This is an optimization exercise on Yosys and OpenROAD, whose aim is small area, a short achievable clock period and few clock cycles, not a production implementation.
At most, simulation tests tie the RTL to the original design; equivalence was not proved.
No functional check of the RTL was part of runs 1, 2 and 5 to 7.
Power figures rest on the tool's default switching activity, not on a simulated workload.

## flow/config.mk

```make
export PLATFORM = sky130hd
export DESIGN_NAME = accum_top
export DESIGN_NICKNAME = accum_top
export VERILOG_FILES = /design/flow/design.v
export SDC_FILE = /design/flow/constraint.sdc
export NUM_CORES = 4
export LEC_CHECK = 0
export CAP_MARGIN = 20
export CORE_MARGIN = 2
export CORE_UTILIZATION = 40
export SLEW_MARGIN = 20
```

## flow/constraint.sdc

```tcl
create_clock -name core_clock -period 8.5 [get_ports {clk_state}]
set_input_delay 1.7000 -clock core_clock [delete_from_list [all_inputs] [get_ports {clk_state}]]
set_output_delay 1.7000 -clock core_clock [all_outputs]
set_load 0.01 [all_outputs]
```

## flow/design.v

```verilog
package accum_pkg;
  localparam int unsigned NUM_ACC = 8;    
  localparam int unsigned ACC_W   = 32;
  localparam int unsigned OUT_W   = 64;   
  localparam int unsigned ADDR_W  = 3;
  localparam int unsigned LEN_W   = 16;   
  localparam logic [7:0] REG_CMD       = 8'h00;
  localparam logic [7:0] REG_ACCUM_LEN = 8'h04;
  localparam logic [7:0] REG_SCALE     = 8'h08;
  localparam logic [7:0] REG_SHIFT     = 8'h0C;
  localparam logic [7:0] REG_MODE      = 8'h10;
  localparam logic [7:0] REG_STATUS    = 8'h14;
  localparam logic [2:0] CMD_CLEAR     = 3'd1;
  localparam logic [2:0] CMD_ACCUM     = 3'd2;
  localparam logic [2:0] CMD_NORMQUANT = 3'd3;
  localparam logic [2:0] CMD_STREAMOUT = 3'd4;
  localparam logic MODE_8B  = 1'b0;
  localparam logic MODE_32B = 1'b1;
  typedef union packed {
    logic [OUT_W/8-1:0][7:0]           bytes;
    logic [OUT_W/ACC_W-1:0][ACC_W-1:0] words;
  } out_word_u;
endpackage
`timescale 1ns/1ps
module accum_top #(
  parameter int unsigned NumAcc = accum_pkg::NUM_ACC
) (
  input  logic                        clk_state,
  input  logic                        rst_ni,
  input  logic                        psel_i,
  input  logic                        penable_i,
  input  logic                        pwrite_i,
  input  logic [7:0]                  paddr_i,
  input  logic [31:0]                 pwdata_i,
  output logic [31:0]                 prdata_o,
  output logic                        pready_o,
  output logic                        pslverr_o,
  input  logic                        psum_valid_i,
  output logic                        psum_ready_o,
  input  logic [accum_pkg::ACC_W-1:0] psum_data_i,
  output logic                        out_valid_o,
  input  logic                        out_ready_i,
  output logic [accum_pkg::OUT_W-1:0] out_data_o,
  output logic                        done_o
);
  logic [15:0] len_q;
  logic [7:0]  scale_q;
  logic [4:0]  shift_q;
  logic        mode_q;
  logic [3:0]  wsel_q;        
  logic        s_wr;
  assign pready_o = 1'b1;
  assign s_wr     = psel_i & ~penable_i & pwrite_i;
  always_ff @(posedge clk_state or negedge rst_ni) begin
    if (!rst_ni) begin
      wsel_q  <= '0;
      len_q   <= '0;
      scale_q <= '0;
      shift_q <= '0;
      mode_q  <= 1'b0;
    end else begin
      wsel_q <= {s_wr & (paddr_i == accum_pkg::REG_MODE),
                 s_wr & (paddr_i == accum_pkg::REG_SHIFT),
                 s_wr & (paddr_i == accum_pkg::REG_SCALE),
                 s_wr & (paddr_i == accum_pkg::REG_ACCUM_LEN)};
      if (wsel_q[0]) len_q   <= pwdata_i[15:0];
      if (wsel_q[1]) scale_q <= pwdata_i[7:0];
      if (wsel_q[2]) shift_q <= pwdata_i[4:0];
      if (wsel_q[3]) mode_q  <= pwdata_i[0];
    end
  end
  logic        acc_q;         
  logic        pend_q;        
  logic        busy_q;        
  logic        done_q;
  logic        err_q;
  logic [15:0] prd_q;
  logic [31:0] ring_q [8];
  logic [7:0]  z_q;
  logic        az_q;          
  logic [2:0]  hd_q;
  logic        acc_act_q;     
  logic [15:0] k_q;
  logic        rdy_q;
  logic        nq_act_q;      
  logic [3:0]  nq_cnt_q;
  logic        v2_q, v3_q;
  logic        so_act_q;      
  logic [1:0]  bc_q;
  logic        ov_q;
  logic [2:0] code;
  logic       is_clear, is_accum, is_nq, is_so, len0, imm;
  logic       clear_now, relabel;
  assign code      = pwdata_i[2:0];
  assign is_clear  = (code == accum_pkg::CMD_CLEAR);
  assign is_accum  = (code == accum_pkg::CMD_ACCUM);
  assign is_nq     = (code == accum_pkg::CMD_NORMQUANT);
  assign is_so     = (code == accum_pkg::CMD_STREAMOUT);
  assign len0      = (len_q == 16'd0);
  assign imm       = is_clear | (is_accum & len0);
  assign clear_now = acc_q & is_clear;
  assign relabel   = acc_q & is_accum & az_q;
  logic [31:0] head, nq_word;
  logic        hs, ohs;
  assign head = z_q[0] ? 32'h0 : ring_q[0];
  logic [15:0] k_inc;
  logic        acc_last, acc_fin;
  assign k_inc        = k_q + 16'd1;
  assign acc_last     = (k_inc == len_q);
  assign psum_ready_o = rdy_q;
  assign hs           = psum_valid_i & rdy_q;
  assign acc_fin      = hs & acc_last;
  logic [31:0] psum_q;
  logic [31:0] w6_d;
  logic        c32;
  assign {c32, w6_d} = {1'b0, ring_q[7]} + {1'b0, psum_q};
  logic        nq_issue, nq_fin;
  logic [39:0] sa_d, ca_d, p_q;
  logic [7:0]  sh_q, ch_q, ph_q;
  assign nq_issue = (acc_q & is_nq) | (nq_act_q & ~nq_cnt_q[3]);
  assign nq_fin   = nq_act_q & nq_cnt_q[3] & v2_q;
  always_comb begin
    logic [39:0] pp [9];
    logic [39:0] a0, b0, a1, b1, a2, b2, c0, d0, c1, d1, e0, f0;
    for (int j = 0; j < 8; j++) begin
      pp[j] = '0;
      for (int i = 0; i < 31; i++) pp[j][i+j] = scale_q[j] & ~z_q[0] & ring_q[0][i];
      pp[j][31+j] = ~(scale_q[j] & ~z_q[0] & ring_q[0][31]);
    end
    pp[8] = 40'h80_8000_0000;
    a0 = pp[0] ^ pp[1] ^ pp[2];
    b0 = ((pp[0] & pp[1]) | (pp[0] & pp[2]) | (pp[1] & pp[2])) << 1;
    a1 = pp[3] ^ pp[4] ^ pp[5];
    b1 = ((pp[3] & pp[4]) | (pp[3] & pp[5]) | (pp[4] & pp[5])) << 1;
    a2 = pp[6] ^ pp[7] ^ pp[8];
    b2 = ((pp[6] & pp[7]) | (pp[6] & pp[8]) | (pp[7] & pp[8])) << 1;
    c0 = a0 ^ b0 ^ a1;
    d0 = ((a0 & b0) | (a0 & a1) | (b0 & a1)) << 1;
    c1 = b1 ^ a2 ^ b2;
    d1 = ((b1 & a2) | (b1 & b2) | (a2 & b2)) << 1;
    e0 = c0 ^ d0 ^ c1;
    f0 = ((c0 & d0) | (c0 & c1) | (d0 & c1)) << 1;
    sa_d = e0 ^ f0 ^ d1;
    ca_d = ((e0 & f0) | (e0 & d1) | (f0 & d1)) << 1;
  end
  logic [22:0] t1;
  logic [14:0] t2;
  logic [10:0] t3;
  logic [8:0]  t4;
  logic [7:0]  t5, clip;
  logic [31:0] thr, over;
  logic        ovf;
  assign p_q = {ph_q, ring_q[6]};
  assign t1 = shift_q[4] ? p_q[38:16] : p_q[22:0];
  assign t2 = shift_q[3] ? t1[22:8]   : t1[14:0];
  assign t3 = shift_q[2] ? t2[14:4]   : t2[10:0];
  assign t4 = shift_q[1] ? t3[10:2]   : t3[8:0];
  assign t5 = shift_q[0] ? t4[8:1]    : t4[7:0];
  always_comb begin
    for (int j = 0; j < 32; j++) begin
      thr[j]  = (j >= 32'(shift_q));
      over[j] = thr[j] & (p_q[j+7] ^ p_q[39]);
    end
  end
  assign ovf     = |over;
  assign clip    = ovf ? {p_q[39], {7{~p_q[39]}}} : t5;
  assign nq_word = {{24{clip[7]}}, clip};
  logic so_last;
  assign out_valid_o = ov_q;
  assign ohs         = ov_q & out_ready_i;
  assign so_last     = ~mode_q | (bc_q == 2'd3);
  always_comb begin
    if (mode_q) begin
      out_data_o = {ring_q[1], ring_q[0]};
    end else begin
      for (int i = 0; i < 8; i++) out_data_o[8*i +: 8] = ring_q[i][7:0];
    end
  end
  logic        run_done, busy_n, done_a, take_a;
  logic        s_setup, s_cmd, s_known, s_imm, s_acc, s_addr_ok;
  logic [15:0] s_rd;
  logic        acc_act_d, so_act_d;
  logic [2:0]  hd_d;
  logic [15:0] k_d;
  logic [1:0]  bc_d;
  logic [7:0]  z_d;
  assign run_done = (acc_act_q & acc_fin) | nq_fin | (so_act_q & ohs & so_last);
  assign busy_n  = busy_q & ~done_q;
  assign done_a  = run_done | pend_q;
  assign take_a  = ~busy_n | done_a;
  assign s_setup = psel_i & ~penable_i;
  assign s_cmd   = pwrite_i & (paddr_i == accum_pkg::REG_CMD);
  assign s_known = (code == accum_pkg::CMD_CLEAR) | (code == accum_pkg::CMD_ACCUM) |
                   (code == accum_pkg::CMD_NORMQUANT) | (code == accum_pkg::CMD_STREAMOUT);
  assign s_imm   = imm;
  assign s_acc   = s_setup & s_cmd & s_known & take_a;
  always_comb begin
    s_addr_ok = 1'b1;
    s_rd      = '0;
    case (paddr_i)
      accum_pkg::REG_CMD:       s_rd = '0;
      accum_pkg::REG_ACCUM_LEN: s_rd = len_q;
      accum_pkg::REG_SCALE:     s_rd = 16'(scale_q);
      accum_pkg::REG_SHIFT:     s_rd = 16'(shift_q);
      accum_pkg::REG_MODE:      s_rd = 16'(mode_q);
      accum_pkg::REG_STATUS:    s_rd = {8'(NumAcc), 7'h0, busy_n & ~done_a};
      default:                  s_addr_ok = 1'b0;
    endcase
  end
  assign acc_act_d = (acc_q & is_accum & ~len0) | (acc_act_q & ~acc_fin);
  assign so_act_d  = (acc_q & is_so) | (so_act_q & ~(ohs & so_last));
  assign hd_d      = relabel ? 3'd0 : hd_q + 3'd1;
  assign k_d       = acc_q ? 16'd0 : (hs ? k_inc : k_q);
  assign bc_d      = acc_q ? 2'd0 : bc_q + {1'b0, ohs};
  assign z_d       = clear_now ? 8'hff : {1'b0, z_q[7], z_q[6] & ~v3_q, z_q[5:1]};
  always_ff @(posedge clk_state or negedge rst_ni) begin
    if (!rst_ni) begin
      acc_q     <= 1'b0;
      pend_q    <= 1'b0;
      busy_q    <= 1'b0;
      done_q    <= 1'b0;
      hd_q      <= '0;
      z_q       <= '1;
      az_q      <= 1'b1;
      acc_act_q <= 1'b0;
      k_q       <= '0;
      rdy_q     <= 1'b0;
      nq_act_q  <= 1'b0;
      nq_cnt_q  <= '0;
      v2_q      <= 1'b0;
      v3_q      <= 1'b0;
      so_act_q  <= 1'b0;
      bc_q      <= '0;
      ov_q      <= 1'b0;
    end else begin
      acc_q     <= s_acc;
      pend_q    <= s_acc & s_imm & busy_n;
      done_q    <= done_a | (s_acc & s_imm & ~busy_n);
      busy_q    <= busy_n | (acc_q & (~imm | pend_q));
      hd_q      <= hd_d;
      z_q       <= z_d;
      az_q      <= clear_now | (az_q & ~hs & ~v3_q);
      acc_act_q <= acc_act_d;
      k_q       <= k_d;
      rdy_q     <= acc_act_d & (hd_d == k_d[2:0]);
      nq_act_q  <= (acc_q & is_nq) | (nq_act_q & ~nq_fin);
      if (acc_q)         nq_cnt_q <= 4'd1;
      else if (nq_issue) nq_cnt_q <= nq_cnt_q + 4'd1;
      v2_q      <= nq_issue;
      v3_q      <= v2_q;
      so_act_q  <= so_act_d;
      bc_q      <= bc_d;
      ov_q      <= so_act_d & ~|z_d &
                   (mode_q ? (hd_d == {bc_d, 1'b0}) : (hd_d == 3'd0));
    end
  end
  always_ff @(posedge clk_state) begin
    err_q    <= ~s_addr_ok | (s_cmd & (~s_known | ~take_a));
    prd_q    <= s_rd;
  end
  assign pslverr_o = err_q;
  assign prdata_o  = {16'h0, prd_q};
  assign done_o    = done_q;
  always_ff @(posedge clk_state) begin
    for (int i = 0; i < 8; i++) begin
      if (i == 7)      ring_q[i] <= nq_issue ? sa_d[31:0] : head;
      else if (i == 6) ring_q[i] <= w6_d;
      else if (i == 5) ring_q[i] <= v3_q ? nq_word : ring_q[6];
      else             ring_q[i] <= ring_q[i+1];
    end
    psum_q <= nq_issue ? ca_d[31:0] : (hs ? psum_data_i : 32'h0);
    sh_q   <= sa_d[39:32];
    ch_q   <= ca_d[39:32];
    ph_q   <= c32 ? sh_q + ch_q + 8'd1 : sh_q + ch_q;
  end
endmodule
```

## flow/run.sh

```bash
#!/bin/bash
# synth_recipe.tcl (not shown) runs the flow's synth.tcl, then flattens the netlist and writes it again
# the make line also repeats each setting of config.mk as NAME=value (left out here)
make -C /OpenROAD-flow-scripts/flow DESIGN_CONFIG=/design/flow/config.mk WORK_HOME=/design/flow/orfs CLKGATE_MAP_FILE= SYNTH_SCRIPT=/design/flow/synth_recipe.tcl finish
```

==> flow_metrics.env, run 1 <==
export IMPL_run_status="finished clean"
export IMPL_worstPathRequired_ps=6800
export IMPL_path_class="flop to output port"
export IMPL_comb_power_share_pct=3.1
export IMPL_drv_cap=0
export IMPL_vias=15400
export IMPL_crit_family="buffers and inverters"
export IMPL_wl_per_cell_um=18.5
export IMPL_clock_sinks=408
export IMPL_reg2reg_setup_slack_ps=4170
export IMPL_dpl_hpwl_um=42400
export IMPL_post_cts_resized=0
export IMPL_cts_tree="done"
export IMPL_worstRegToRegCells=10
export IMPL_num_nets_final=2664
export IMPL_clk_latency_ps=550
export IMPL_endpoint_kind="output port"
export IMPL_ir_worst_vdd_uv=107
export IMPL_post_route_period_util_pct=52.3
export IMPL_grt_max_degree=80
export IMPL_r2r_start="z_q[0]"
export IMPL_timing_final_crit_period_ps=4450
export IMPL_cts_clk_slew_worst_paths_ps=60
export IMPL_p_sw_uw=813
export IMPL_synthDistinctLibCells=77
export IMPL_root_buffer="clkbuf_16"
export IMPL_io_pins=180
export IMPL_cp_num_buf_inv=2
export IMPL_fin_total_pwr_mw=3.84
export IMPL_final_setup_skew_ps=30.9
export IMPL_setup_violations=0
export IMPL_areaGrowthSynthToFinish_pct=14.3
export IMPL_startpoint_type="flop"
export IMPL_synth_top_area_share_pct=29.2
export IMPL_via_per_inst=4.98
export IMPL_crit_slowest_cell="dfrtp_2"
export IMPL_cts_hold_buffers=0
export IMPL_place_ws_ps=3700
export IMPL_p_per_area_nw_per_um2=149
export IMPL_synth_most_common_cell="dfxtp_1"
export IMPL_firstDrtPassIters=5
export IMPL_hold_viol_final=0
export IMPL_core_um2=56100
export IMPL_cts_made_buffers=40
export IMPL_min_delay_start="ring_q[4][11]"
export IMPL_max_stage_delay_ps=660
export IMPL_avgSynthCellArea_um2=10.2
export IMPL_start_util_pct=40.3
export IMPL_track_usage_pct=19.7
export IMPL_yosysTopAreaCell="dfxtp_1"
export IMPL_cp_max_fo=45
export IMPL_p_int_mw=3.03
export IMPL_drv_slew=0
export IMPL_clock_path_buffers=3
export IMPL_ys_warn_count=3
export IMPL_io_buffers=146
export IMPL_ys_seq_elements=408
export IMPL_rows=87
export IMPL_grt_pass1_wl_um=91700
export IMPL_grt_overflow_total=0
export IMPL_ant_nets=0
export IMPL_dieArea_um2=58300
export IMPL_post_route_util_pct=46.0
export IMPL_timing_rr_end="ring_q[7][11]"
export IMPL_ys_top_cells_by_count="dfxtp_1, and2_1, nand2_1"
export IMPL_slew_headroom_pct=26.9
export IMPL_worst_pin_slew_ps=1100
export IMPL_syn_cell_area_um2=22600
export IMPL_drcViolationCount=0
export IMPL_p_leak_nw=11.6
export IMPL_synth_edf_count=0
export IMPL_die_x_um=242
export IMPL_whs_path_depth=0
export IMPL_ys_async_sr_fraction_pct=19.4
export IMPL_critical_path_arrival_ps=2750
export IMPL_hold_end="ring_q[3][11]"
export IMPL_crit_chain="buf_4 > mux2_2 > clkdlybuf4s50_1"
export IMPL_seqPwrFrac_pct=51.5
export IMPL_fin_ws_ps=4050
export IMPL_synth_area_leaders="dfxtp_1, fa_1, dfrtp_1, and2_1, ha_1"
export IMPL_grt_antenna_before_repair=2
export IMPL_drtIter0Drc=1015
export IMPL_chipHeight_um=242
export IMPL_fmax_mhz=225
export IMPL_synthCells=2220
export IMPL_grt_setup_unrepaired="no"
export IMPL_final_layout_size_suffix_gt1_share_pct=9.41
export IMPL_hp_class="flop to flop"
export IMPL_wirelength_um=57200
export IMPL_clockPowerShare_pct=45.3
export IMPL_grt_pass1_vias=16400
export IMPL_post_cts_buffers=0
export IMPL_synth_top_flop_cell="dfxtp_1"
export IMPL_switching_share_pct=21.2
export IMPL_finalSetupTns_ps=0
export IMPL_routabilityCongestion=0.897
export IMPL_ys_seq_area_share_pct=38.0
export IMPL_htree_num_levels=2
==> sequential cells by signal (all words and copies together), names as in the netlist, 16 cells and up <==
| name | cells |
|---|---|
| k_q | 16 |
| prd_q | 16 |
| len_q | 16 |
| ring_q | 256 |
| psum_q | 32 |
==> worst reg2reg max path, delay by kind of cell, from the launching register on <==
kind | cells | cell delay, ps
buf+inv | 2 | 120
simple gates | 4 | 930
flops | 1 | 1070
fa+ha+maj | 4 | 2170
==> how the worst max path moves through the flow <==
stage                     cells past startpoint        endpoint    startpoint  slack [ps]
after floorplan                              12   ring_q[7][14]        z_q[0]        4720
after CTS                                     3  out_data_o[58]        mode_q        4030
after detailed placement                     10        prd_q[0]  psum_valid_i        3700
final                                         3  out_data_o[58]        mode_q        4050
after global placement                       10        prd_q[0]  psum_valid_i        3730
after global routing                          3  out_data_o[58]        mode_q        3930
==> power groups by stage <==
stage,sequential (mW),clock [mW],combinational [mW]
finish,1.98,1.74,0.121
detailed placement,2.02,0,0.122
floorplan,2.01,0,0.0571
global route,1.98,1.86,0.130
CTS,1.98,1.77,0.123
global placement,2.02,0,0.121
==> routing by layer <==
layer	track usage [%]	vias up	wire length, µm
li1	-	7283	-
met1	26.0	7705	25100
met2	33.6	346	27700
met3	2.61	88	2670
met4	6.28	0	1710
met5	0	-	0
==> final cells by class <==
type | count | area (µm²)
Timing Repair Buffer | 158 | 1550
Multi-Input combinational cell | 1485 | 12600
Antenna cell | 1 | 2.50
Clock buffer | 57 | 1150
Tap cell | 756 | 946
Inverter | 217 | 815
Fill cell | 5293 | 30300
Sequential cell | 408 | 8580
Clock inverter | 14 | 134
==> layout by cell type (no fill, tap or decap), types with 10 or more instances in the layout <==
master / instances
xor2_1: 39
xnor2_1: 56
dfrtp_1: 65
fa_1: 183
and2_1: 245
mux4_2: 14
clkdlybuf4s50_1: 145
ha_1: 92
o21ai_1: 11
and3_1: 20
nor2_1: 54
mux2i_1: 25
clkbuf_1: 10
dfxtp_1: 329
nor3_1: 14
nand2b_1: 15
a21oi_1: 61
clkbuf_16: 41
conb_1: 17
nand2_1: 240
buf_4: 12
nor2b_1: 43
nand3_1: 55
nand4_1: 12
o21ai_0: 60
inv_1: 215
nor4_1: 13
or3_1: 10
mux2_2: 99
==> through the flow <==
| stage | hold slack (ps) | std cells | cell area [µm²] |
|---|---|---|---|
| 2_1_floorplan | 310 | 2235 | 22600 |
| 3_5_place_dp | 312 | 3024 | 24500 |
| 4_1_cts | 302 | 3095 | 25800 |
| 5_1_grt | 320 | 3095 | 25800 |
| 3_3_place_gp | 311 | 3024 | 24500 |
| 6_report | 306 | 3096 | 25800 |
==> cells by family after synthesis <==
kind of cell	after synthesis	share of synthesized area [%]
AO/OA/AOI/OAI	209	5.68
flip-flops	408	38.0
XOR/XNOR	95	3.69
adder cells (fa/ha/maj)	276	21.4
other	2	0.0333
multiplexers	139	7.49
AND/OR/NAND/NOR	749	17.4
buffers and inverters	342	6.38
==> run 2: changes to the inputs <==
--- a/flow/config.mk
+++ b/flow/config.mk
@@ -10,2 +10,3 @@
 export CORE_UTILIZATION = 40
+export SETUP_SLACK_MARGIN = 5
 export SLEW_MARGIN = 20
==> run 2 against run 1 <==
Via count rose by 4.6%. Cell area rose by 9.3%. Clock skew fell by 9.6 ps. First-iteration DRC count fell by 15%. Setup slack improved by 700 ps. Critical endpoint is now out_data_o[18]. Largest power group unchanged.
==> flow_metrics.env, run 2 <==
export IMPL_drtIter0Drc=865
export IMPL_grt_antenna_before_repair=1
export IMPL_grt_overflow_total=0
export IMPL_p_leak_nw=12.5
export IMPL_avgSynthCellArea_um2=10.2
export IMPL_hp_class="flop to flop"
export IMPL_clock_sinks=408
export IMPL_dr_wl_met2_um=31300
export IMPL_finalSetupTns_ps=0
export IMPL_largest_reg_flops=256
export IMPL_synth_most_common_cell="dfxtp_1"
export IMPL_htree_num_levels=2
export IMPL_routabilityCongestion=0.843
export IMPL_worstRegToRegCells=12
export IMPL_clock_path_buffers=3
export IMPL_largestRegisters="ring_q x256, psum_q x32"
export IMPL_root_buffer="clkbuf_16"
export IMPL_run_status="finished clean"
export IMPL_core_um2=56100
export IMPL_syn_cell_area_um2=22600
export IMPL_setup_violations=0
export IMPL_grt_pass1_wl_um=97300
export IMPL_cts_hold_buffers=0
export IMPL_drv_slew=0
export IMPL_startpoint_type="flop"
export IMPL_worstPathRequired_ps=6800
export IMPL_io_buffers=146
export IMPL_synth_area_leaders="dfxtp_1, fa_1, dfrtp_1, and2_1, ha_1"
export IMPL_grt_max_degree=80
export IMPL_timing_final_crit_period_ps=3750
export IMPL_num_nets_final=2771
export IMPL_grt_setup_unrepaired="yes"
export IMPL_endpoint_kind="output port"
export IMPL_regMostFlops="ring_q"
export IMPL_synth_edf_count=0
export IMPL_wl_per_cell_um=19.8
export IMPL_fmax_mhz=267
export IMPL_io_pins=180
export IMPL_grt_pass1_vias=17100
export IMPL_ys_top_cells_by_count="dfxtp_1, and2_1, nand2_1"
export IMPL_vias=16100
export IMPL_die_x_um=242
export IMPL_ir_worst_vdd_uv=121
export IMPL_cts_clk_slew_worst_paths_ps=70
export IMPL_path_class="flop to output port"
export IMPL_ant_nets=0
export IMPL_final_common_cell="dfxtp_1"
export IMPL_via_per_inst=5.03
export IMPL_numPlacedInstances=3024
export IMPL_cts_tree="done"
export IMPL_clk_latency_ps=570
export IMPL_final_cell_count_no_fill=3203
export IMPL_ys_seq_elements=408
export IMPL_cp_max_fo=7
export IMPL_synth_top_flop_cell="dfxtp_1"
export IMPL_post_route_period_util_pct=44.1
export IMPL_chipHeight_um=242
export IMPL_synthCells=2220
export IMPL_ys_async_sr_fraction_pct=19.4
export IMPL_firstDrtPassIters=6
export IMPL_antennaDiodeCount=0
export IMPL_ys_warn_count=3
export IMPL_start_util_pct=40.3
export IMPL_rows=87
export IMPL_wl_met3_um=3120
export IMPL_drv_cap=0
export IMPL_final_cell_mix="dfxtp_1, nand2_1, and2_1, inv_1, fa_1"
export IMPL_slew_headroom_pct=43.1
export IMPL_ys_seq_area_share_pct=38.0
export IMPL_yosysTopAreaCell="dfxtp_1"
export IMPL_route_top_layer_used="met4"
export IMPL_track_usage_pct=21.4
export IMPL_whs_path_depth=0
export IMPL_critical_path_arrival_ps=2050
export IMPL_worst_pin_slew_ps=853
export IMPL_wirelength_um=63600
export IMPL_synthDistinctLibCells=77
export IMPL_synth_top_area_share_pct=29.2
export IMPL_cts_made_buffers=41
export IMPL_hold_viol_final=0
export IMPL_drcViolationCount=0
export IMPL_dpl_hpwl_um=42200
export IMPL_wl_met1_um=27000
export IMPL_final_layout_size_suffix_gt1_share_pct=26.4
export IMPL_final_setup_skew_ps=21.2
export IMPL_dieArea_um2=58300
export IMPL_p_per_area_nw_per_um2=141
export IMPL_areaGrowthSynthToFinish_pct=25.0
run 2: power breakdown:
part / leakage [nW] / internal, mW / switching [mW]
Clock: 0.676 / 1.05 / 0.801
Sequential: 3.69 / 1.96 / 0.0201
Combinational: 8.16 / 0.0769 / 0.0615
run 2: final timing paths:
check	start	slack, ps	to
max in group asynchronous	rst_ni	6810	scale_q[6]
hold reg to reg	ring_q[3][30]	310	ring_q[2][30]
setup reg to reg	z_q[0]	4830	ring_q[7][10]
setup / recovery	mode_q	4750	out_data_o[18]
hold / removal	ring_q[3][30]	310	ring_q[2][30]
min in group asynchronous	rst_ni	1090	wsel_q[3]
run 2: layout make-up:
cell class,instances,area (µm²)
fill,5040,27900
multi-input combinational,1488,13600
sequential,408,8590
timing repair buffer,261,2880
clock buffer,50,1120
tap,756,946
inverter,217,822
clock inverter,23,268
run 2: critical path, cell delays in order, from the launching register on:
cell and delay, ps:
dfrtp_2 510, buf_12 170, buf_6 110, buf_12 120, buf_16 140, mux2_4 310
buf_6 120
run 2: cells by family after synthesis:
| logic type | share of synthesized area [%] |
|---|---|
| xor gates and xnor gates | 3.69 |
| DFF | 38.0 |
| muxes | 7.49 |
| AOI/OAI and AO/OA | 5.68 |
| adders and majority gates | 21.4 |
| buffers and inverters | 6.38 |
| other | 0.0333 |
| and+or+nand+nor | 17.4 |
run 2: timing repair:
item / in CTS / in global routing
gates resized for setup: 389 / 240
hold endpoints to repair: 0 / 0
pin swaps: 82 / 118
setup buffers: 55 / 35
gates cloned: 12 / 3
setup endpoints to repair: 133 / 128
run 2: per-stage QoR:
stage                     hold slack (ps)  setup WS (ps)  power, mW  utilization (%)  instance area (µm²)
after floorplan                       310           5000       2.06                -                22600
after global placement                311           3710       2.14             43.7                24500
after detailed placement              312           3760       2.14             43.7                24500
after CTS                             316           4740       3.98             48.9                27400
after global routing                  325           4730       4.09             50.3                28200
final                                 315           4750       3.97             50.3                28200
run 2: layer usage:
layer  global-route usage [%]  vias to the layer above
met5                        0                        -
met2                     36.8                      433
met3                     3.29                      101
li1                         -                     7522
met1                     27.1                     8070
met4                     7.95                        0
==> run 3: changes to the inputs <==
--- a/flow/design.v
+++ b/flow/design.v
@@ -119,3 +119,5 @@
   logic [7:0]  sh_q, ch_q, ph_q;
-  assign nq_issue = (acc_q & is_nq) | (nq_act_q & ~nq_cnt_q[3]);
+  logic nq_start;
+  assign nq_start = (s_acc & is_nq & ~busy_n) | (acc_q & is_nq & ~nq_act_q);
+  assign nq_issue = nq_start | (nq_act_q & ~nq_cnt_q[3]);
   assign nq_fin   = nq_act_q & nq_cnt_q[3] & v2_q;
@@ -245,4 +247,4 @@
       rdy_q     <= acc_act_d & (hd_d == k_d[2:0]);
-      nq_act_q  <= (acc_q & is_nq) | (nq_act_q & ~nq_fin);
-      if (acc_q)         nq_cnt_q <= 4'd1;
+      nq_act_q  <= nq_start | (nq_act_q & ~nq_fin);
+      if (nq_start)      nq_cnt_q <= 4'd1;
       else if (nq_issue) nq_cnt_q <= nq_cnt_q + 4'd1;
==> run 3 against run 2 <==
Still clean on timing, DRC and antenna. Sequential share of layout area fell by 0.32 points. Maximum frequency rose by 1.9%. Die area rose by 0.49%. Global-route usage rose by 1.1 points. Via count rose by 2.6%. Synthesized cell count rose by 1.8%. Non-clock buffer count fell by 6. Cell area rose by 1.1%. Hold slack got worse by 18 ps. Combinational power rose to 14 times the previous value. Area after synthesis rose by 0.50%.
==> flow_metrics.env, run 3 <==
export IMPL_timing_final_crit_period_ps=3670
export IMPL_p_sw_mw=2.26
export IMPL_htree_num_levels=2
export IMPL_wirelength_um=66000
export IMPL_crit_family="simple AND/OR/NAND/NOR gates"
export IMPL_register_area_um2=8590
export IMPL_firstDrtPassIters=7
export IMPL_p_per_area_nw_per_um2=234
export IMPL_post_route_period_util_pct=43.2
export IMPL_max_stage_delay_ps=540
export IMPL_wl_per_cell_um=20.3
export IMPL_routabilityCongestion=0.886
export IMPL_areaGrowthSynthToFinish_pct=25.7
export IMPL_worstPathRequired_ps=8960
export IMPL_cts_hold_buffers=0
export IMPL_largest_reg_flops=256
export IMPL_num_nets_final=2815
export IMPL_largestRegisters="ring_q x256, psum_q x32"
export IMPL_p_int_mw=4.40
export IMPL_drtIter0Drc=1156
export IMPL_synth_top_flop_cell="dfxtp_1"
export IMPL_crit_slowest_cell="or4_4"
export IMPL_synth_area_leaders="dfxtp_1, fa_1, dfrtp_1, and2_1, ha_1"
export IMPL_clock_sinks=408
export IMPL_fmax_mhz=272
export IMPL_hold_viol_final=0
export IMPL_drv_cap=0
export IMPL_root_buffer="clkbuf_16"
export IMPL_clock_path_buffers=3
export IMPL_seqPwrFrac_pct=42.4
export IMPL_io_pins=180
export IMPL_slew_headroom_pct=34.6
export IMPL_synthCells=2259
export IMPL_io_buffers=146
export IMPL_syn_cell_area_um2=22700
export IMPL_fillerInstances=5056
export IMPL_cp_num_buf_inv=5
export IMPL_drv_slew=0
export IMPL_crit_chain="buf_6 > or4_4 > nor2_4 > nand2_4 > or3_4 > a2bb2oi_4 > nor3_4 > nor2_4 > buf_12 > buf_6 > buf_12 > buf_16 > nand2_2 > nand2_1"
export IMPL_final_layout_size_suffix_gt1_share_pct=22.8
export IMPL_setup_violations=0
export IMPL_grt_setup_unrepaired="yes"
export IMPL_ys_async_sr_fraction_pct=19.4
export IMPL_ys_warn_count=3
export IMPL_final_setup_skew_ps=35.2
export IMPL_core_um2=56300
export IMPL_finalSetupTns_ps=0
export IMPL_dpl_hpwl_um=43300
export IMPL_endpoint_kind="flop"
export IMPL_synth_most_common_cell="dfxtp_1"
export IMPL_cts_clk_slew_worst_paths_ps=60
export IMPL_ys_seq_elements=408
export IMPL_ir_worst_vdd_uv=166
export IMPL_chipHeight_um=242
export IMPL_worst_pin_slew_ps=981
export IMPL_hp_class="flop to flop"
export IMPL_vias=16500
export IMPL_regMostFlops="ring_q"
export IMPL_ys_seq_area_share_pct=37.8
export IMPL_grt_pass1_wl_um=102000
export IMPL_cp_max_fo=8
export IMPL_die_x_um=242
export IMPL_path_class="primary input to flop"
export IMPL_drcViolationCount=0
export IMPL_critical_path_arrival_ps=4130
export IMPL_yosysTopAreaCell="dfxtp_1"
export IMPL_rows=87
export IMPL_final_cell_count_no_fill=3246
export IMPL_grt_overflow_total=0
export IMPL_clk_latency_ps=570
export IMPL_track_usage_pct=22.5
export IMPL_via_per_inst=5.09
export IMPL_comb_power_share_pct=29.3
export IMPL_clockPowerShare_pct=28.2
export IMPL_ant_nets=0
export IMPL_run_status="finished clean"
export IMPL_antennaDiodeCount=0
export IMPL_final_cell_mix="dfxtp_1, inv_1, and2_1, nand2_1, fa_1"
export IMPL_cts_tree="done"
export IMPL_p_leak_nw=12.9
export IMPL_switching_share_pct=34.0
export IMPL_startpoint_type="primary input"
export IMPL_start_util_pct=40.3
export IMPL_synth_edf_count=0
export IMPL_ys_top_cells_by_count="dfxtp_1, and2_1, nand2_1"
export IMPL_grt_pass1_vias=17600
export IMPL_avgSynthCellArea_um2=10.0
export IMPL_final_common_cell="dfxtp_1"
export IMPL_dieArea_um2=58600
export IMPL_multi_input_area_um2=13600
export IMPL_numPlacedInstances=3073
export IMPL_grt_max_degree=80
export IMPL_synthDistinctLibCells=72
export IMPL_synth_top_area_share_pct=29.0
export IMPL_grt_antenna_before_repair=1
export IMPL_cts_made_buffers=41
-- run 3: cell count changes after synthesis, sizes merged, moves of 8 or more --
cell and change:
clkbuf -18, mux2 -16, nor2 +16, inv +15, o21ai +15, buf +13
a21o +12, mux2i -11, a21oi -9, a22oi +9, and3 -8, xor2 +8
-- run 3: logic make-up (layout without fill, tap and decap cells) --
group                      count (synthesis)  after routing  synth area share (%)
adders and majority gates                275            275                  21.2
xor gates and xnor gates                 105            105                  4.05
buffers and inverters                    351            565                  6.47
muxes                                    113            113                  6.28
and+or+nand+nor                          758            760                  17.3
DFF                                      408            408                  37.8
other                                      2             17                0.0331
AOI/OAI and AO/OA                        247            247                  6.82
-- run 3: worst paths after layout --
check | startpoint | end | slack [ps] | cells after the start
max in group asynchronous | rst_ni | mode_q | 6470 | 1
min in group asynchronous | rst_ni | k_q[1] | 1310 | 1
min | ring_q[4][17] | ring_q[3][17] | 300 | 0
min reg2reg | ring_q[4][17] | ring_q[3][17] | 300 | 0
max | paddr_i[1] | ring_q[7][31] | 4830 | 14
max reg2reg | z_q[0] | ring_q[7][31] | 4840 | 12
-- run 3: power by group through the flow --
stage / sequential (mW) / combinational, mW / clock [mW]
after floorplan: 2.59 / 1.13 / 0
after global placement: 2.83 / 1.69 / 0
after detailed placement: 2.83 / 1.69 / 0
after CTS: 2.81 / 1.86 / 1.90
after global routing: 2.85 / 2.12 / 1.98
final: 2.82 / 1.95 / 1.88
-- run 3: worst register-to-register path: cells and delay by family, from the launching register on --
| kind | cells | cell delay [ps] |
|---|---|---|
| AND/OR/NAND/NOR | 4 | 370 |
| flip-flops | 1 | 650 |
| buffers and inverters | 4 | 500 |
| adder cells (fa/ha/maj) | 4 | 2100 |
-- run 3: metal layers --
| layer | track usage [%] | part of all wire [%] | up-vias |
|---|---|---|---|
| met5 | 0 | 0.020 | - |
| met4 | 7.23 | 3.1 | 2 |
| met3 | 2.89 | 4.9 | 119 |
| met2 | 39.6 | 50 | 458 |
| met1 | 28.5 | 42 | 8284 |
| li1 | - | - | 7675 |
-- run 3: cell type report --
type                            count  share of cell area (%)
Inverter                          231                    3.13
Timing Repair inverter              7                   0.487
Tap cell                          756                    3.32
Multi-Input combinational cell   1517                    47.6
Timing Repair Buffer              255                    10.3
Sequential cell                   408                    30.1
Clock inverter                     20                   0.965
Clock buffer                       52                    3.99
-- run 3: stage by stage --
step           total power [mW]  util [%]  instance area, µm²  hold WS, ps  worst slack, ps
6_report                   6.66      50.7               28500          297             4830
5_1_grt                    6.95      50.7               28500          311             4740
4_1_cts                    6.56      49.2               27700          293             4810
3_5_place_dp               4.52      43.9               24700          312             3050
3_3_place_gp               4.51      43.9               24700          310             3090
2_1_floorplan              3.72         -               22800          310             4700
-- run 3: what timing repair did --
item / CTS / global route
endpoints found under the setup margin: 141 / 142
cloned: 23 / 6
pin swaps: 65 / 93
buffers inserted: 57 / 15
resized for setup: 475 / 154
Testbench counts of run 3, summed over its fixed seeds: cycles 8,040.
==> run 4: changes to the inputs <==
--- a/flow/config.mk
+++ b/flow/config.mk
@@ -9,3 +9,3 @@
 export CORE_MARGIN = 2
-export CORE_UTILIZATION = 40
+export CORE_UTILIZATION = 60
 export SETUP_SLACK_MARGIN = 5
==> run 4 against run 3 <==
Core utilization grew 25 points. Cell count shrank 7.5%. Sequential cell count stayed put. Combinational power is essentially flat. Critical endpoint is now ring_q[7][24]. Setup slack improved by 41 ps. Via count increased by 3.2%.
==> flow_metrics.env, run 4 <==
export IMPL_run_status="finished clean"
export IMPL_worst_pin_slew_ps=884
export IMPL_hold_viol_final=0
export IMPL_comb_power_share_pct=29.6
export IMPL_holdWs_ps=323
export IMPL_cts_clk_slew_worst_paths_ps=70
export IMPL_startpoint_type="flop"
export IMPL_grt_antenna_before_repair=3
export IMPL_core_um2=37500
export IMPL_num_nets_final=2816
export IMPL_post_route_util_pct=75.6
export IMPL_ys_warn_count=3
export IMPL_seqPwrFrac_pct=42.7
export IMPL_cp_max_fo=6
export IMPL_largest_reg_flops=256
export IMPL_drv_slew=0
export IMPL_areaGrowthSynthToFinish_pct=25.0
export IMPL_final_cell_mix="dfxtp_1, inv_1, nand2_1, and2_1, fa_1"
export IMPL_switching_share_pct=34.0
export IMPL_whs_path_depth=0
export IMPL_path_class="flop to flop"
export IMPL_p_leak_nw=12.9
export IMPL_timing_final_crit_period_ps=3630
export IMPL_syn_cell_area_um2=22700
export IMPL_dpl_hpwl_um=42400
export IMPL_firstDrtPassIters=6
export IMPL_drcViolationCount=0
export IMPL_largestRegisters="ring_q x256, psum_q x32"
export IMPL_hp_class="flop to flop"
export IMPL_die_x_um=198
export IMPL_wl_per_cell_um=22.6
export IMPL_multi_input_area_um2=13800
export IMPL_wirelength_um=68000
export IMPL_p_int_mw=4.40
export IMPL_ys_async_sr_fraction_pct=19.4
export IMPL_placed_area_um2=24400
export IMPL_worstRegToRegCells=13
export IMPL_rows=71
export IMPL_track_usage_pct=34.6
export IMPL_reg2reg_setup_slack_ps=4870
export IMPL_ant_nets=0
export IMPL_vias=17100
export IMPL_drtIter0Drc=1185
export IMPL_io_pins=180
export IMPL_ir_worst_vdd_uv=164
export IMPL_regMostFlops="ring_q"
export IMPL_grt_max_degree=80
export IMPL_start_util_pct=60.5
export IMPL_cts_tree="done"
export IMPL_ys_seq_area_share_pct=37.8
export IMPL_cts_hold_buffers=0
export IMPL_io_buffers=146
export IMPL_place_ws_ps=3390
export IMPL_final_setup_skew_ps=23.6
export IMPL_slew_headroom_pct=41.0
export IMPL_dieArea_um2=39400
export IMPL_finalSetupTns_ps=0
export IMPL_htree_num_levels=2
export IMPL_cts_made_buffers=40
export IMPL_synthCells=2259
export IMPL_p_per_area_nw_per_um2=235
export IMPL_grt_pass1_wl_um=102000
export IMPL_fmax_mhz=275
export IMPL_via_per_inst=5.68
export IMPL_p_sw_mw=2.27
export IMPL_synth_most_common_cell="dfxtp_1"
export IMPL_clock_path_buffers=3
export IMPL_synthDistinctLibCells=72
export IMPL_synth_top_area_share_pct=29.0
export IMPL_clock_sinks=408
export IMPL_chipHeight_um=198
export IMPL_avgSynthCellArea_um2=10.0
export IMPL_ys_seq_elements=408
export IMPL_fillerInstances=2537
export IMPL_ys_top_cells_by_count="dfxtp_1, and2_1, nand2_1"
export IMPL_clk_latency_ps=560
export IMPL_grt_overflow_total=0
export IMPL_setup_violations=0
export IMPL_final_common_cell="dfxtp_1"
export IMPL_endpoint_kind="flop"
export IMPL_design_area_um2=28300
export IMPL_drv_cap=0
export IMPL_post_route_period_util_pct=42.7
export IMPL_synth_edf_count=0
export IMPL_synth_top_flop_cell="dfxtp_1"
export IMPL_critical_path_arrival_ps=4080
export IMPL_clockPowerShare_pct=27.7
export IMPL_fin_ws_ps=4870
export IMPL_routabilityCongestion=0.927
export IMPL_root_buffer="clkbuf_16"
export IMPL_yosysTopAreaCell="dfxtp_1"
export IMPL_register_area_um2=8590
export IMPL_synth_area_leaders="dfxtp_1, fa_1, dfrtp_1, and2_1, ha_1"
export IMPL_worstPathRequired_ps=8940
export IMPL_grt_pass1_vias=17500
export IMPL_grt_setup_unrepaired="yes"
export IMPL_final_layout_size_suffix_gt1_share_pct=24.8
## run 4: cell types whose count changed in the layout (fill, tap and decap cells not counted), sizes merged, moves of 2 or more
cell and change:
clkinv -7, buf +4, clkbuf +4, dlygate4sd2 -3, inv +2, nor2b +2
## run 4: path summary, 6_finish.rpt
kind / from / endpoint
worst max register to register: z_q[0] / ring_q[7][24]
max in group asynchronous: rst_ni / scale_q[7]
worst min-delay path: ring_q[4][31] / ring_q[3][31]
worst min register to register: ring_q[4][31] / ring_q[3][31]
worst max-delay path: z_q[0] / ring_q[7][24]
min in group asynchronous: rst_ni / ov_q
## run 4: through the flow
stage               std cells  power (mW)
detailed placement       2824        4.50
global placement         2823        4.49
floorplan                2274        3.72
global route             3002        6.93
CTS                      2984        6.53
finish                   3003        6.67
## run 4: worst max-delay path, cell delays in order, from the launching register on
cell	delay, ps
dfstp_4	710
buf_12	190
nor2b_4	90
buf_6	140
buf_4	120
and2_1	140
ha_1	310
fa_1	520
inv_1	60
fa_1	530
inv_1	50
fa_1	470
nand2_1	110
nand2_1	60
## run 4: per-layer routing
| metal | vias up | wire [µm] | global-route usage, % |
|---|---|---|---|
| li1 | 7668 | - | - |
| met5 | - | 15 | 0 |
| met4 | 2 | 3490 | 15.1 |
| met3 | 158 | 4060 | 4.29 |
| met2 | 638 | 33200 | 59.3 |
| met1 | 8602 | 27100 | 44.1 |
## run 4: logic make-up (layout without fill, tap and decap cells)
family	Yosys count	in the layout	share of synthesized area, %
flops	408	408	37.8
simple gates	758	762	17.3
mux	113	113	6.28
other cells	2	18	0.0331
compound gates	247	247	6.82
fa+ha+maj	275	275	21.2
xor+xnor	105	105	4.05
buf+inv	351	564	6.47
## run 4: cell type report
| type | instances | area share, % |
|---|---|---|
| flip-flops and latches | 408 | 30.3 |
| repair buffers | 257 | 10.2 |
| clock buffers | 55 | 4.05 |
| diodes | 1 | 0.00883 |
| multi-input cells | 1519 | 48.8 |
| repair inverters | 5 | 0.446 |
| clock inverters | 16 | 0.781 |
| inverters | 231 | 3.12 |
| well taps | 511 | 2.26 |
## run 4: what timing repair did
item                                    CTS  global route
gates resized for setup                 499           200
endpoints found under the setup margin  146           139
buffers inserted                         69            13
cloned                                   20             4
pin swaps                               113           112
## run 4: power by group through the flow
stage	registers, mW	clock network (mW)	logic [mW]
2_1_floorplan	2.59	0	1.13
3_3_place_gp	2.83	0	1.65
3_5_place_dp	2.83	0	1.66
4_1_cts	2.82	1.85	1.86
5_1_grt	2.87	1.94	2.13
6_report	2.85	1.85	1.98
==> run 5: changes to the inputs <==
--- a/flow/design.v
+++ b/flow/design.v
@@ -47,2 +47,4 @@
   logic [7:0]  scale_q;
+  logic [7:0]  sm_q;          
+  logic [7:0]  z_d;
   logic [4:0]  shift_q;
@@ -58,2 +60,3 @@
       scale_q <= '0;
+      sm_q    <= '0;
       shift_q <= '0;
@@ -67,2 +70,3 @@
       if (wsel_q[1]) scale_q <= pwdata_i[7:0];
+      sm_q   <= (wsel_q[1] ? pwdata_i[7:0] : scale_q) & {8{~z_d[0]}};
       if (wsel_q[2]) shift_q <= pwdata_i[4:0];
@@ -76,3 +80,4 @@
   logic        err_q;
-  logic [15:0] prd_q;
+  logic [4:0]  rsel_q;        
+  logic        stat_q;        
   logic [31:0] ring_q [8];
@@ -120,3 +125,3 @@
   logic nq_start;
-  assign nq_start = (s_acc & is_nq & ~busy_n) | (acc_q & is_nq & ~nq_act_q);
+  assign nq_start = (s_setup & s_cmd & is_nq & ~busy_n) | (acc_q & is_nq & ~nq_act_q);
   assign nq_issue = nq_start | (nq_act_q & ~nq_cnt_q[3]);
@@ -128,4 +133,4 @@
       pp[j] = '0;
-      for (int i = 0; i < 31; i++) pp[j][i+j] = scale_q[j] & ~z_q[0] & ring_q[0][i];
-      pp[j][31+j] = ~(scale_q[j] & ~z_q[0] & ring_q[0][31]);
+      for (int i = 0; i < 31; i++) pp[j][i+j] = sm_q[j] & ring_q[0][i];
+      pp[j][31+j] = ~(sm_q[j] & ring_q[0][31]);
     end
@@ -182,3 +187,3 @@
   logic        s_setup, s_cmd, s_known, s_imm, s_acc, s_addr_ok;
-  logic [15:0] s_rd;
+  logic [4:0]  s_rsel;
   logic        acc_act_d, so_act_d;
@@ -187,3 +192,2 @@
   logic [1:0]  bc_d;
-  logic [7:0]  z_d;
   assign run_done = (acc_act_q & acc_fin) | nq_fin | (so_act_q & ohs & so_last);
@@ -200,10 +204,10 @@
     s_addr_ok = 1'b1;
-    s_rd      = '0;
+    s_rsel    = '0;
     case (paddr_i)
-      accum_pkg::REG_CMD:       s_rd = '0;
-      accum_pkg::REG_ACCUM_LEN: s_rd = len_q;
-      accum_pkg::REG_SCALE:     s_rd = 16'(scale_q);
-      accum_pkg::REG_SHIFT:     s_rd = 16'(shift_q);
-      accum_pkg::REG_MODE:      s_rd = 16'(mode_q);
-      accum_pkg::REG_STATUS:    s_rd = {8'(NumAcc), 7'h0, busy_n & ~done_a};
+      accum_pkg::REG_CMD:       ;
+      accum_pkg::REG_ACCUM_LEN: s_rsel[0] = 1'b1;
+      accum_pkg::REG_SCALE:     s_rsel[1] = 1'b1;
+      accum_pkg::REG_SHIFT:     s_rsel[2] = 1'b1;
+      accum_pkg::REG_MODE:      s_rsel[3] = 1'b1;
+      accum_pkg::REG_STATUS:    s_rsel[4] = 1'b1;
       default:                  s_addr_ok = 1'b0;
@@ -260,6 +264,12 @@
     err_q    <= ~s_addr_ok | (s_cmd & (~s_known | ~take_a));
-    prd_q    <= s_rd;
+    rsel_q   <= s_rsel;
+    stat_q   <= busy_n & ~done_a;
   end
   assign pslverr_o = err_q;
-  assign prdata_o  = {16'h0, prd_q};
+  assign prdata_o  = {16'h0,
+                       ({16{rsel_q[0]}} & len_q) |
+                       ({16{rsel_q[1]}} & {8'h0, scale_q}) |
+                       ({16{rsel_q[2]}} & {11'h0, shift_q}) |
+                       ({16{rsel_q[3]}} & {15'h0, mode_q}) |
+                       ({16{rsel_q[4]}} & {8'(NumAcc), 7'h0, stat_q})};
   assign done_o    = done_q;
--- a/flow/config.mk
+++ b/flow/config.mk
@@ -9,3 +9,3 @@
 export CORE_MARGIN = 2
-export CORE_UTILIZATION = 60
+export CORE_UTILIZATION = 70
 export SETUP_SLACK_MARGIN = 5
==> run 5 against run 4 <==
Non-clock buffer count shrank 73. Largest cell class unchanged. Combinational power fell by 89%. Maximum frequency down 0.58%. Still clean on timing, DRC and antenna. First-iteration DRC count grew 52%. Sequential power shrank about 30%.
==> flow_metrics.env, run 5 <==
export IMPL_run_status="finished clean"
export IMPL_seqPwrFrac_pct=47.5
export IMPL_root_buffer="clkbuf_16"
export IMPL_final_common_cell="dfxtp_1"
export IMPL_hold_viol_final=0
export IMPL_startpoint_type="flop"
export IMPL_clock_sinks=406
export IMPL_slew_headroom_pct=30.2
export IMPL_io_buffers=146
export IMPL_cts_hold_buffers=0
export IMPL_cp_max_fo=6
export IMPL_grt_overflow_total=0
export IMPL_cts_clk_slew_worst_paths_ps=60
export IMPL_dieArea_um2=33800
export IMPL_synth_compound_area_share_pct=6.87
export IMPL_hp_class="flop to flop"
export IMPL_finalSetupTns_ps=0
export IMPL_ys_seq_elements=406
export IMPL_chipHeight_um=184
export IMPL_largest_reg_flops=256
export IMPL_fmax_mhz=274
export IMPL_synthDistinctLibCells=86
export IMPL_grt_pass1_vias=17900
export IMPL_rows=65
export IMPL_p_leak_nw=12.2
export IMPL_worst_pin_slew_ps=1050
export IMPL_p_int_mw=3.26
export IMPL_clockPowerShare_pct=47.5
export IMPL_synth_xor_area_share_pct=3.48
export IMPL_grt_pass1_wl_um=98000
export IMPL_vias=17000
export IMPL_ant_nets=0
export IMPL_final_cell_mix="dfxtp_1, and2_1, inv_1, nand2_1, fa_1"
export IMPL_largestRegisters="ring_q x256, psum_q x32"
export IMPL_drcViolationCount=0
export IMPL_areaGrowthSynthToFinish_pct=16.4
export IMPL_fillerInstances=1761
export IMPL_timing_final_crit_period_ps=3650
export IMPL_synth_most_common_cell="dfxtp_1"
export IMPL_ys_warn_count=3
export IMPL_drtIter0Drc=1796
export IMPL_r2r_start="sm_q[4]"
export IMPL_final_layout_size_suffix_gt1_share_pct=14.6
export IMPL_whs_path_depth=0
export IMPL_ys_async_sr_fraction_pct=21.4
export IMPL_yosysTopAreaCell="dfxtp_1"
export IMPL_dr_wl_met2_um=31000
export IMPL_htree_num_levels=2
export IMPL_cts_made_buffers=41
export IMPL_core_um2=31700
export IMPL_p_sw_uw=941
export IMPL_reg2reg_setup_slack_ps=5060
export IMPL_clk_latency_ps=550
export IMPL_drv_cap=0
export IMPL_via_per_inst=6.13
export IMPL_switching_share_pct=22.4
export IMPL_timing_rr_end="ring_q[7][29]"
export IMPL_start_util_pct=71.4
export IMPL_io_pins=180
export IMPL_synth_simple_area_share_pct=16.9
export IMPL_wirelength_um=64800
export IMPL_grt_antenna_before_repair=2
export IMPL_wl_per_cell_um=23.4
export IMPL_dpl_hpwl_um=42000
export IMPL_regMostFlops="ring_q"
export IMPL_critical_path_arrival_ps=1950
export IMPL_die_x_um=184
export IMPL_cts_tree="done"
export IMPL_worstPathRequired_ps=6800
export IMPL_synth_adder_area_share_pct=21.3
export IMPL_post_route_period_util_pct=43.0
export IMPL_synthMuxAreaShare_pct=7.16
export IMPL_num_nets_final=2689
export IMPL_firstDrtPassIters=6
export IMPL_setup_violations=0
export IMPL_avgSynthCellArea_um2=10.2
export IMPL_endpoint_kind="output port"
export IMPL_path_class="flop to output port"
export IMPL_min_delay_start="ring_q[5][13]"
export IMPL_routabilityCongestion=0.936
export IMPL_synthCells=2211
export IMPL_ir_worst_vdd_uv=207
export IMPL_ys_top_cells_by_count="dfxtp_1, and2_1, inv_1"
export IMPL_hold_end="ring_q[4][13]"
export IMPL_synth_top_area_share_pct=28.2
export IMPL_drv_slew=0
export IMPL_synth_area_leaders="dfxtp_1, fa_1, dfrtp_1, and2_1, ha_1"
export IMPL_synth_top_flop_cell="dfxtp_1"
export IMPL_ys_seq_area_share_pct=37.8
export IMPL_wl_met3_um=6440
export IMPL_p_per_area_nw_per_um2=159
export IMPL_final_setup_skew_ps=24.1
export IMPL_grt_setup_unrepaired="yes"
export IMPL_synth_edf_count=0
export IMPL_route_top_layer_used="met5"
export IMPL_comb_power_share_pct=5.0
export IMPL_synth_top_family_by_area="adder cells"
export IMPL_wl_met1_um=23800
export IMPL_worstRegToRegCells=9
export IMPL_clock_path_buffers=3
export IMPL_syn_cell_area_um2=22700
export IMPL_post_route_util_pct=83.1
export IMPL_track_usage_pct=38.2
export IMPL_grt_max_degree=74
## run 5: cell count changes after synthesis, sizes merged, moves of 9 or more
| cell | delta |
|---|---|
| nand2 | -44 |
| nand3b | +30 |
| nor2b | -22 |
| mux2 | +16 |
| xor2 | -11 |
| dfxtp | -10 |
| a21oi | +9 |
| nand4 | -9 |
## run 5: cells by family after synthesis
group,count (synthesis)
other cells,2
mux,132
flops,406
fa+ha+maj,275
simple gates,715
buf+inv,349
xor+xnor,90
compound gates,242
## run 5: worst max-delay path by stage
stage	start	endpoint	cells after the start
6_report	mode_q	out_data_o[32]	6
5_1_grt	mode_q	out_data_o[32]	6
4_1_cts	mode_q	out_data_o[63]	5
3_5_place_dp	paddr_i[7]	ring_q[7][18]	11
3_3_place_gp	paddr_i[7]	ring_q[7][22]	11
2_1_floorplan	paddr_i[7]	ring_q[7][10]	11
## run 5: metal layers
| metal | GRT usage, % | vias up |
|---|---|---|
| met1 | 46.7 | 8408 |
| met2 | 62.8 | 934 |
| met4 | 20.9 | 2 |
| li1 | - | 7412 |
| met5 | 0 | - |
| met3 | 8.84 | 229 |
## run 5: stage by stage
| step | hold WS (ps) | std cells | total power, mW | setup WS, ps | area [µm²] |
|---|---|---|---|---|---|
| 6_report | 307 | 2772 | 4.20 | 4850 | 26400 |
| 5_1_grt | 313 | 2768 | 4.31 | 4820 | 26400 |
| 4_1_cts | 301 | 2754 | 4.19 | 4850 | 26000 |
| 3_5_place_dp | 312 | 2660 | 2.22 | 3300 | 24100 |
| 3_3_place_gp | 310 | 2660 | 2.21 | 3450 | 24100 |
| 2_1_floorplan | 310 | 2226 | 2.13 | 5010 | 22700 |
## run 5: area by class of cell
type	count	area, µm²	area share [%]
inverter	227	878	3.33
clock buffer	55	1190	4.51
multi-input combinational	1471	12800	48.5
timing repair inverter	4	77.6	0.294
sequential	406	8610	32.6
clock inverter	19	333	1.26
timing repair buffer	184	1990	7.55
tap	402	503	1.91
antenna	4	10.0	0.0380
## run 5: power groups by stage
stage	registers (mW)	logic, mW	clock network (mW)
after global routing	2.00	0.228	2.08
after floorplan	2.01	0.127	0
after detailed placement	2.03	0.188	0
after CTS	1.99	0.200	1.99
after global placement	2.03	0.183	0
final	2.00	0.211	1.99
## run 5: critical path, stage by stage (launching register included)
cell and delay [ps]:
dfrtp_2 420, buf_12 150, buf_6 120, buf_12 120
clkbuf_16 150, mux2_2 310, buf_6 130
## run 5: timing repair
action                     4_1_cts  5_1_grt
setup endpoints to repair      143      133
gates resized for setup        259       93
pin swaps                        5        6
cloned                           8        8
buffers inserted                12        6
==> run 6: changes to the inputs <==
--- a/flow/config.mk
+++ b/flow/config.mk
@@ -9,3 +9,3 @@
 export CORE_MARGIN = 2
-export CORE_UTILIZATION = 70
+export CORE_UTILIZATION = 60
 export SETUP_SLACK_MARGIN = 5
==> run 6 against run 5 <==
Clock power fell by 3%. First-iteration DRC count fell by 31%. Register-to-register slack improved by 20 ps. Area after synthesis did not move. Critical path type unchanged. Largest cell class unchanged. Highest routed layer is now met4.
==> flow_metrics.env, run 6 <==
export IMPL_run_status="finished clean"
export IMPL_vias=16400
export IMPL_chipHeight_um=198
export IMPL_synth_edf_count=0
export IMPL_via_per_inst=5.65
export IMPL_worstSetupEndpoint="out_data_o[27]"
export IMPL_grt_pass1_vias=17100
export IMPL_die_x_um=198
export IMPL_largestRegisters="ring_q x256, psum_q x32"
export IMPL_htree_num_levels=2
export IMPL_core_um2=37400
export IMPL_final_setup_skew_ps=22.5
export IMPL_clk_latency_ps=580
export IMPL_start_util_pct=60.6
export IMPL_root_buffer="clkbuf_16"
export IMPL_io_pins=180
export IMPL_finalSetupTns_ps=0
export IMPL_synth_top_area_share_pct=28.2
export IMPL_drv_cap=0
export IMPL_cp_num_buf_inv=5
export IMPL_rows=71
export IMPL_dieArea_um2=39300
export IMPL_crit_slowest_cell="dfrtp_2"
export IMPL_fin_total_pwr_mw=4.14
export IMPL_final_common_cell="dfxtp_1"
export IMPL_path_class="flop to output port"
export IMPL_cts_made_buffers=42
export IMPL_ys_async_sr_fraction_pct=21.4
export IMPL_reg2reg_setup_slack_ps=5080
export IMPL_firstDrtPassIters=6
export IMPL_num_nets_final=2702
export IMPL_fmax_mhz=267
export IMPL_grt_setup_unrepaired="yes"
export IMPL_hold_viol_final=0
export IMPL_drcViolationCount=0
export IMPL_final_cell_mix="dfxtp_1, and2_1, inv_1, nand2_1, fa_1"
export IMPL_timing_rr_end="psum_q[8]"
export IMPL_synthCells=2211
export IMPL_ys_warn_count=3
export IMPL_yosysTopAreaCell="dfxtp_1"
export IMPL_post_route_period_util_pct=44.0
export IMPL_synthDistinctLibCells=86
export IMPL_ys_top_cells_by_count="dfxtp_1, and2_1, inv_1"
export IMPL_cp_max_fo=7
export IMPL_r2r_start="sm_q[3]"
export IMPL_synth_area_leaders="dfxtp_1, fa_1, dfrtp_1, and2_1, ha_1"
export IMPL_track_usage_pct=33.5
export IMPL_critical_path_arrival_ps=2040
export IMPL_hp_class="flop to flop"
export IMPL_worst_pin_slew_ps=992
export IMPL_holdWs_ps=317
export IMPL_wl_per_cell_um=22.3
export IMPL_worstPathRequired_ps=6800
export IMPL_worstRegToRegCells=10
export IMPL_drtIter0Drc=1246
export IMPL_p_leak_nw=12.4
export IMPL_design_area_um2=26900
export IMPL_placed_area_um2=24300
export IMPL_setup_violations=0
export IMPL_cts_tree="done"
export IMPL_slew_headroom_pct=33.9
export IMPL_largest_reg_flops=256
export IMPL_dpl_hpwl_um=43000
export IMPL_grt_overflow_total=0
export IMPL_crit_family="buffers and inverters"
export IMPL_final_layout_size_suffix_gt1_share_pct=15.6
export IMPL_ys_seq_area_share_pct=37.8
export IMPL_synth_top_flop_cell="dfxtp_1"
export IMPL_io_buffers=146
export IMPL_wirelength_um=64500
export IMPL_avgSynthCellArea_um2=10.2
export IMPL_grt_pass1_wl_um=98500
export IMPL_timing_final_crit_period_ps=3740
export IMPL_drv_slew=0
export IMPL_p_per_area_nw_per_um2=154
export IMPL_synth_most_common_cell="dfxtp_1"
export IMPL_clock_path_buffers=3
export IMPL_cp_startpoint="mode_q"
export IMPL_cp_depth=6
export IMPL_areaGrowthSynthToFinish_pct=18.7
export IMPL_endpoint_kind="output port"
export IMPL_startpoint_type="flop"
export IMPL_routabilityCongestion=0.900
export IMPL_max_stage_delay_ps=490
export IMPL_grt_antenna_before_repair=3
export IMPL_syn_cell_area_um2=22700
export IMPL_grt_max_degree=74
export IMPL_clock_sinks=406
export IMPL_ant_nets=0
export IMPL_regMostFlops="ring_q"
export IMPL_cts_clk_slew_worst_paths_ps=70
export IMPL_ir_worst_vdd_uv=186
export IMPL_crit_chain="buf_12 > buf_6 > buf_12 > buf_16 > mux2_4 > buf_6"
export IMPL_ys_seq_elements=406
run 6: logic make-up after synthesis:
family	after synthesis	synth area share (%)
flops	406	37.8
compound gates	242	6.87
xor+xnor	90	3.48
simple gates	715	16.9
mux	132	7.16
fa+ha+maj	275	21.3
other cells	2	0.0331
buf+inv	349	6.43
run 6: per-layer routing:
| metal | track usage [%] | part of all wire [%] | up-vias |
|---|---|---|---|
| met5 | 0 | 0 | - |
| met4 | 13.9 | 4.3 | 0 |
| met3 | 4.77 | 7.0 | 129 |
| met2 | 56.1 | 48 | 634 |
| met1 | 43.7 | 41 | 8171 |
| li1 | - | - | 7425 |
run 6: area by class of cell:
cell class              count  area, µm²
diodes                      2       5.00
clock buffers              58       1210
clock inverters            20        270
fillers                  2734      10500
inverters                 227        878
multi-input cells        1471      12900
flip-flops and latches    406       8620
well taps                 511        639
repair buffers            194       2240
repair inverters            6        129
run 6: worst min path at each step:
stage                             start            end  cells past startpoint
after global placement    ring_q[4][25]  ring_q[3][25]                      0
after detailed placement  ring_q[2][16]  ring_q[1][16]                      0
after floorplan           ring_q[2][10]  ring_q[1][10]                      0
after global routing      ring_q[5][16]  ring_q[4][16]                      0
after CTS                 ring_q[2][21]  ring_q[1][21]                      0
final                     ring_q[2][21]  ring_q[1][21]                      0
run 6: through the flow:
step / util, % / setup WS (ps) / instances
floorplan: - / 5010 / 2226
global placement: 64.9 / 3420 / 2770
detailed placement: 65.0 / 3320 / 2770
CTS: 70.7 / 4710 / 2874
global route: 71.9 / 4720 / 2893
finish: 71.9 / 4760 / 2895
run 6: report_power, final:
group,switching [mW],internal [mW],total [mW]
Clock,0.798,1.14,1.93
Combinational,0.112,0.105,0.217
Sequential,0.0448,1.95,1.99
Total,0.955,3.19,4.14
run 6: worst reg2reg max path: stages, from the launching register on:
cell and delay, ps:
dfrtp_4 600, buf_8 220, and2_1 200, fa_1 530, inv_1 40, fa_1 480
fa_1 560, inv_1 70, fa_1 450, nand2_1 100, nand2_1 60
run 6: timing repair:
action | 4_1_cts | 5_1_grt
setup buffers | 17 | 9
pin swaps | 3 | 9
cloned | 9 | 9
resized for setup | 368 | 57
endpoints found under the setup margin | 145 | 125
hold buffers | 0 | 0
==> run 7: changes to the inputs <==
--- a/flow/config.mk
+++ b/flow/config.mk
@@ -9,4 +9,5 @@
 export CORE_MARGIN = 2
-export CORE_UTILIZATION = 60
+export CORE_UTILIZATION = 70
 export SETUP_SLACK_MARGIN = 5
 export SLEW_MARGIN = 20
+export TNS_END_PERCENT = 10
==> run 7 against run 6 <==
Setup slack got worse by 17 ps. Cell count is 5.0% lower. Via count is 1.0% higher. Global-route usage rose by 4.2 points. Critical endpoint is now out_data_o[35]. Die area fell by 14%. Cell area down 3.5%. Core utilization increased by 9.9 points. Largest cell class unchanged. Combinational power shrank 7%. Area after synthesis stayed put. Critical path depth shrank 2. Highest routed layer is now met5. Sequential share of layout area increased by 1.1 points.
==> flow_metrics.env, run 7 <==
export IMPL_ys_top_cells_by_count="dfxtp_1, and2_1, inv_1"
export IMPL_cts_tree="done"
export IMPL_worst_pin_slew_ps=1090
export IMPL_dieArea_um2=33800
export IMPL_num_nets_final=2671
export IMPL_ys_warn_count=3
export IMPL_critical_path_arrival_ps=2060
export IMPL_run_status="finished clean"
export IMPL_slew_headroom_pct=27.1
export IMPL_synth_top_area_share_pct=28.2
export IMPL_p_per_area_nw_per_um2=161
export IMPL_grt_antenna_before_repair=3
export IMPL_grt_pass1_vias=17700
export IMPL_final_layout_size_suffix_gt1_share_pct=11.5
export IMPL_min_delay_start="ring_q[5][13]"
export IMPL_endpoint_kind="output port"
export IMPL_hp_class="flop to flop"
export IMPL_firstDrtPassIters=5
export IMPL_comb_power_share_pct=4.8
export IMPL_p_leak_nw=12.2
export IMPL_final_cell_mix="dfxtp_1, and2_1, inv_1, nand2_1, fa_1"
export IMPL_clock_sinks=406
export IMPL_chipHeight_um=184
export IMPL_timing_final_crit_period_ps=3760
export IMPL_track_usage_pct=37.6
export IMPL_rows=65
export IMPL_ys_seq_area_share_pct=37.8
export IMPL_holdWs_ps=308
export IMPL_fmax_mhz=266
export IMPL_r2r_start="ring_q[7][0]"
export IMPL_p_int_mw=3.25
export IMPL_wirelength_um=62000
export IMPL_regMostFlops="ring_q"
export IMPL_io_pins=180
export IMPL_routabilityCongestion=0.936
export IMPL_hold_end="ring_q[4][13]"
export IMPL_clock_path_buffers=3
export IMPL_areaGrowthSynthToFinish_pct=14.5
export IMPL_synth_most_common_cell="dfxtp_1"
export IMPL_hold_viol_final=0
export IMPL_yosysTopAreaCell="dfxtp_1"
export IMPL_grt_overflow_total=0
export IMPL_setup_violations=0
export IMPL_die_x_um=184
export IMPL_reg2reg_setup_slack_ps=4970
export IMPL_seqPwrFrac_pct=47.6
export IMPL_drv_slew=0
export IMPL_grt_pass1_wl_um=96900
export IMPL_whs_path_depth=0
export IMPL_drtIter0Drc=1441
export IMPL_avgSynthCellArea_um2=10.2
export IMPL_clk_latency_ps=550
export IMPL_synth_top_flop_cell="dfxtp_1"
export IMPL_synthCells=2211
export IMPL_grt_max_degree=74
export IMPL_ant_nets=0
export IMPL_cts_clk_slew_worst_paths_ps=60
export IMPL_ys_seq_elements=406
export IMPL_syn_cell_area_um2=22700
export IMPL_drv_cap=0
export IMPL_root_buffer="clkbuf_16"
export IMPL_io_buffers=146
export IMPL_p_sw_uw=937
export IMPL_synth_area_leaders="dfxtp_1, fa_1, dfrtp_1, and2_1, ha_1"
export IMPL_final_common_cell="dfxtp_1"
export IMPL_via_per_inst=6.01
export IMPL_worstRegToRegCells=11
export IMPL_wl_per_cell_um=22.5
export IMPL_clockPowerShare_pct=47.6
export IMPL_cp_max_fo=7
export IMPL_largest_reg_flops=256
==> run 7: cell counts after synthesis <==
Identical to the previous run, type by type.
==> run 7: power groups by stage <==
stage,clock network [mW],logic (mW),registers (mW)
after global placement,0,0.183,2.03
final,1.99,0.202,2.00
after CTS,1.99,0.198,1.99
after global routing,2.08,0.219,2.00
after detailed placement,0,0.188,2.03
after floorplan,0,0.127,2.01
==> run 7: per-layer routing <==
layer | global-route usage, % | vias up | routed length, µm
li1 | - | 7364 | -
met1 | 47.2 | 8208 | 23700
met2 | 62.4 | 764 | 29800
met3 | 7.13 | 184 | 5110
met4 | 19.5 | 2 | 3380
met5 | 0 | - | 20
==> run 7: worst max-delay path by stage <==
| stage | from | to | slack [ps] | depth (start not counted) |
|---|---|---|---|---|
| 3_5_place_dp | paddr_i[7] | ring_q[7][18] | 3300 | 11 |
| 5_1_grt | mode_q | out_data_o[35] | 4720 | 4 |
| 6_report | mode_q | out_data_o[35] | 4740 | 4 |
| 3_3_place_gp | paddr_i[7] | ring_q[7][22] | 3450 | 11 |
| 4_1_cts | mode_q | out_data_o[48] | 4740 | 4 |
| 2_1_floorplan | paddr_i[7] | ring_q[7][10] | 5010 | 11 |
==> run 7: layout make-up <==
| type | count | area, µm² |
|---|---|---|
| Multi-Input combinational cell | 1471 | 12700 |
| Sequential cell | 406 | 8590 |
| Fill cell | 1855 | 5770 |
| Timing Repair Buffer | 168 | 1730 |
| Clock buffer | 55 | 1190 |
| Inverter | 227 | 868 |
| Tap cell | 402 | 503 |
| Clock inverter | 19 | 333 |
| Timing Repair inverter | 2 | 31.3 |
==> run 7: through the flow <==
stage               worst slack, ps  util (%)  std cells  cell area [µm²]  power, mW
floorplan                      5010         -       2226            22700       2.13
global placement               3450      76.1       2660            24100       2.21
detailed placement             3300      76.1       2660            24100       2.22
CTS                            4740      81.7       2748            25900       4.18
global route                   4720      81.8       2750            26000       4.30
finish                         4740      81.8       2750            26000       4.19
==> run 7: cells by family (layout without fill, tap and decap cells) <==
| logic type | count (synthesis) | in the layout | share of synthesized area, % |
|---|---|---|---|
| buf+inv | 349 | 471 | 6.43 |
| simple gates | 715 | 715 | 16.9 |
| xor+xnor | 90 | 90 | 3.48 |
| fa+ha+maj | 275 | 275 | 21.3 |
| other cells | 2 | 17 | 0.0331 |
| flops | 406 | 406 | 37.8 |
| compound gates | 242 | 242 | 6.87 |
| mux | 132 | 132 | 7.16 |
==> run 7: repair_timing <==
| item | 4_1_cts | 5_1_grt |
|---|---|---|
| gates resized for setup | 101 | 27 |
| hold buffers | 0 | 0 |
| pin swaps | 2 | 0 |
| endpoints found under the setup margin | 143 | 146 |
| gates cloned | 5 | 1 |
| buffers inserted | 9 | 1 |
==> run 7: worst max-delay path: stages (launching register included) <==
cell and delay (ps):
dfrtp_2 380, buf_12 150, buf_16 140, mux2_2 340, clkdlybuf4s50_1 490
